This is an optimization exercise on Yosys and OpenROAD, whose aim is small area, a short achievable clock period and few clock cycles per item, not a production implementation.
RTL that was checked went through simulation tests only; none was proved equivalent to the original.

Design best_disp_select, start of the top module:
module best_disp_select #(
    parameter int unsigned NPIX_LOG2 = 8
) (
    input  logic               clk,
    input  logic               rst,
    input  logic               frame_start,
    input  logic [10:0]        fsum,
    input  logic               valid,
    input  logic               last,
    input  logic [13:0]        g2sum,
    input  logic [10:0]        gsum,
    input  logic [13:0]        fg,
    input  logic [5:0]         place,
    output logic               busy,
    output logic [5:0]         best_place,
    output logic               best_valid,
    output logic               done,
    output logic               overrun
);
Settings: LEC_CHECK=0, CAP_MARGIN=20, CORE_MARGIN=2, CORE_UTILIZATION=40, SLEW_MARGIN=20; clock period 12.0 ns.
standard.sh (not shown) runs the stock make flow with config.mk's settings and CLKGATE_MAP_FILE= SYNTH_SCRIPT=/design/flow/synth_recipe.tcl, a recipe that flattens the netlist after the stock synthesis.
==> flow/flow/run.sh <==
#!/bin/bash
set -euo pipefail
bash standard.sh SETUP_SLACK_MARGIN=7.3 "CTS_ARGS=-sink_clustering_enable -repair_clock_nets -dont_use_dummy_load -buf_list sky130_fd_sc_hd__clkbuf_4" finish > make.log 2>&1
Then changed:
==> flow/flow/run.sh (replaced) <==
#!/bin/bash
set -euo pipefail
bash standard.sh SETUP_SLACK_MARGIN=7.5 "CTS_ARGS=-sink_clustering_enable -repair_clock_nets -dont_use_dummy_load -buf_list sky130_fd_sc_hd__clkbuf_4" finish > make.log 2>&1
Outcome: Global-route usage climbs by 0.15 points. Wire length went up by 0.35%. Area after synthesis is unchanged. Register-to-register slack gets better by 0.097 ns. Design area climbs by 0.80%.
No functional check of the RTL was part of any run of this note.

* * *

old:
best_disp_select, a different RTL version from the one above (not shown whole).
Size: ~3600 cells after synthesis, about 550 flip-flops, about 71 I/O pins, about 38000 µm² of cells after synthesis.
Settings: LEC_CHECK=0, CAP_MARGIN=20, CORE_MARGIN=2, CORE_UTILIZATION=40, SLEW_MARGIN=20; clock period 12.0 ns.
==> flow/flow/run.sh <==
#!/bin/bash
set -euo pipefail
bash standard.sh SETUP_SLACK_MARGIN=7.0 "CTS_ARGS=-sink_clustering_enable -repair_clock_nets -dont_use_dummy_load -buf_list sky130_fd_sc_hd__clkbuf_4" finish > make.log 2>&1
The flow did not stop early for old: all stages ran, and the layout cleared the timing, DRC and antenna checks.
Testbench counts of old, summed over its fixed seeds: cycles 10,366, items 9,296.
diff inputs: old => new
==> flow/flow/run.sh <==
#!/bin/bash
set -euo pipefail
bash standard.sh SETUP_SLACK_MARGIN=7.3 "CTS_ARGS=-sink_clustering_enable -repair_clock_nets -dont_use_dummy_load -buf_list sky130_fd_sc_hd__clkbuf_4" finish > make.log 2>&1
Results
Both conditions hold for new: the flow ran to the end and the final layout passed the timing, DRC and antenna checks. | area of all placed cells without fillers | higher: new |. Wire length of the first global-routing pass (new vs. old) increases by a few percent.

* * *

best_disp_select, a different RTL version from the one above (not shown whole).
Size: about 3,700 cells after synthesis, roughly 530 flip-flops, ~38,000 sq um of cells after synthesis.
// best_disp_select
module best_disp_select #(
    parameter int unsigned NPIX_LOG2 = 8
) (
    input  logic               clk,
    input  logic               rst,
    input  logic               frame_start,
    input  logic [10:0]        fsum,
    input  logic               valid,
    input  logic               last,
    input  logic [13:0]        g2sum,
    input  logic [10:0]        gsum,
    input  logic [13:0]        fg,
    input  logic [5:0]         place,
    output logic               busy,
    output logic [5:0]         best_place,
    output logic               best_valid,
    output logic               done,
    output logic               overrun
);
    logic        r_busy;
    logic        r_done;
    logic        r_overrun;
    logic        r_bvalid;
    logic [5:0]  r_bplace;
    logic [21:0] r_bnum;
    logic [21:0] r_bden;
    logic signed [24:0] r_bk;
    logic        r0_v;
    logic [10:0] r0_fsum;
    logic [10:0] r0_gsum;
    logic [13:0] r0_fg;
    logic [13:0] r0_g2sum;
    logic [5:0]  r0_place;
    logic        r0_last;
    logic cn_t1;
    logic cn_t2;
    logic cn_t3;
    logic cn_t4;
    logic cn_t5;
    logic cn_t6;
    logic cn_t7;
    logic cn_t8;
    logic cn_t9;
    logic cn_t10;
    logic cn_t11;
    logic cn_t12;
    logic cn_t13;
    logic cn_t14;
    logic cn_t15;
    logic cn_t16;
    logic cn_t17;
    logic cn_t18;
    logic cn_t19;
    logic cn_t20;
    logic cn_t21;
    logic cn_t22;
    logic cn_t23;
    logic cn_t24;
    logic cn_t25;
    logic cn_t26;
    logic cn_t27;
    logic cn_t28;
  ...
export LEC_CHECK = 0
export CAP_MARGIN = 20
export CORE_MARGIN = 2
export CORE_UTILIZATION = 40
export SLEW_MARGIN = 20
create_clock -name core_clock -period 12.0 [get_ports {clk}]
run.sh (not shown) runs the stock make flow with config.mk's settings and CLKGATE_MAP_FILE= SYNTH_SCRIPT=/design/flow/synth_recipe.tcl, a recipe that flattens the netlist after the stock synthesis.
Stock flow here: none of the scripts above is used.
The first run completed without violations.
Testbench counts at the start, summed over its fixed seeds: cycles 10,366, items 9,296.
Next try:
==> flow/flow/run.sh (new file) <==
#!/bin/bash
set -euo pipefail
bash standard.sh SETUP_SLACK_MARGIN=6.5 finish > make.log 2>&1
==> flow/standard.sh (new file) <==
#!/bin/bash
# synth_recipe.tcl (not shown) runs the flow's synth.tcl, then flattens the netlist and writes it again
# the make line also repeats each setting of config.mk as NAME=value (left out here)
make -C /OpenROAD-flow-scripts/flow DESIGN_CONFIG=/design/flow/config.mk WORK_HOME=/design/flow/orfs CLKGATE_MAP_FILE= SYNTH_SCRIPT=/design/flow/synth_recipe.tcl "${@:-finish}"
removed: flow/run.sh
Result: Setup slack improves by 0.65 ns; global-route usage rises by 0.30 points; final area grows slightly; utilization is higher by 0.72 points; final cell count goes up slightly; routed wire length is higher by a few percent; via count grows slightly; non-clock buffer count grows by 60; register-to-register slack is better by 0.65 ns.
Next try:
==> flow/run.sh (new file) <==
#!/bin/bash
# synth_recipe.tcl (not shown) runs the flow's synth.tcl, then flattens the netlist and writes it again
# the make line also repeats each setting of config.mk as NAME=value (left out here)
make -C /OpenROAD-flow-scripts/flow DESIGN_CONFIG=/design/flow/config.mk WORK_HOME=/design/flow/orfs CLKGATE_MAP_FILE= SYNTH_SCRIPT=/design/flow/synth_recipe.tcl finish
--- a/flow/config.mk
+++ b/flow/config.mk
@@ -7,2 +7,3 @@
 export LEC_CHECK = 0
+export ABC_AREA = 1
 export CAP_MARGIN = 20
removed: flow/flow/run.sh
removed: flow/standard.sh
Effect: The changed run completed without violations. Final cell count rose by about a fifth. Synthesized area increases by a few percent. Sequential share of layout area falls by 1.1 points. Wire length grows by about a fifth. Core utilization shrinks by 0.83 points. Design area came out higher by a few percent.
Next try:
--- a/flow/config.mk
+++ b/flow/config.mk
@@ -7,6 +7,6 @@
 export LEC_CHECK = 0
-export ABC_AREA = 1
 export CAP_MARGIN = 20
 export CORE_MARGIN = 2
-export CORE_UTILIZATION = 40
+export CORE_UTILIZATION = 65
+export PLACE_DENSITY = 0.75
 export SLEW_MARGIN = 20
=>
- The changed run produced a clean layout
- worst setup slack gets worse by 0.046 ns
- utilization rises by 27 points
- count of clock-buffer cells in the layout falls by 9
- worst hold slack gets worse by 0.017 ns
- first-iteration DRC count falls by roughly a tenth
- wire length falls by roughly a tenth
- synthesized cell count falls by about a fifth
Next try:
==> flow/flow/run.sh (new file) <==
#!/bin/bash
set -euo pipefail
bash standard.sh SETUP_SLACK_MARGIN=7.5 finish > make.log 2>&1
==> flow/standard.sh (new file) <==
#!/bin/bash
# synth_recipe.tcl (not shown) runs the flow's synth.tcl, then flattens the netlist and writes it again
# the make line also repeats each setting of config.mk as NAME=value (left out here)
make -C /OpenROAD-flow-scripts/flow DESIGN_CONFIG=/design/flow/config.mk WORK_HOME=/design/flow/orfs CLKGATE_MAP_FILE= SYNTH_SCRIPT=/design/flow/synth_recipe.tcl "${@:-finish}"
--- a/flow/config.mk
+++ b/flow/config.mk
@@ -9,4 +9,3 @@
 export CORE_MARGIN = 2
-export CORE_UTILIZATION = 65
-export PLACE_DENSITY = 0.75
+export CORE_UTILIZATION = 40
 export SLEW_MARGIN = 20
removed: flow/run.sh
The new run completed without violations.
Wire length increases by 4.8%.
Count of clock-buffer cells in the layout increases by 12.
Synthesized area is unchanged.
Global-route usage decreases by 11 points.
Fmax increases by 19%.
Core utilization decreases by 24 points.
Register-to-register slack gains 0.95 ns.

==> static timing again, ports no longer ideal <==
In the flow no input, the clock included, has a driving cell. The finished layouts below were timed again as built, in two steps. Step 1 (the two cells are an assumption about what drives the block):
set clk [get_ports {clk}]
set_driving_cell -lib_cell sky130_fd_sc_hd__clkbuf_16 $clk
set_driving_cell -lib_cell sky130_fd_sc_hd__buf_2 [delete_from_list [all_inputs] $clk]
Step 2 moves the port delays by t, midway between the first and last clock arrival at a register: inputs arrive t later, outputs are due t later. That takes back most of the time a late clock gives input paths. Three values: ideal ports, drivers, drivers and shift; two values: the first two.
| run | shift t [ns] | setup WS [ns] | pins driven straight from the clock port |
|---|---|---|---|
| the first run of note 1 | 1.009 | 7.241 / 7.241 / 7.241 | 1 |
| the second run of note 1 | 1.040 | 7.338 / 7.338 / 7.338 | 1 |
| old | 1.027 | 7.140 / 7.130 / 7.140 | 1 |
| new | 1.002 | 7.235 / 7.235 / 7.235 | 1 |
| the first run of note 3 | 0.692 | 6.071 / 6.071 / 6.071 | 1 |
| the second run of note 3 | 0.694 | 6.720 / 6.720 / 6.720 | 1 |
| the third run of note 3 | 0.684 | 5.955 / 5.955 / 5.955 | 1 |
| the fourth run of note 3 | 0.692 | 5.909 / 5.909 / 5.909 | 1 |
| the fifth run of note 3 | 0.700 | 6.862 / 6.862 / 6.862 | 1 |
After both steps every run listed still meets setup and hold.
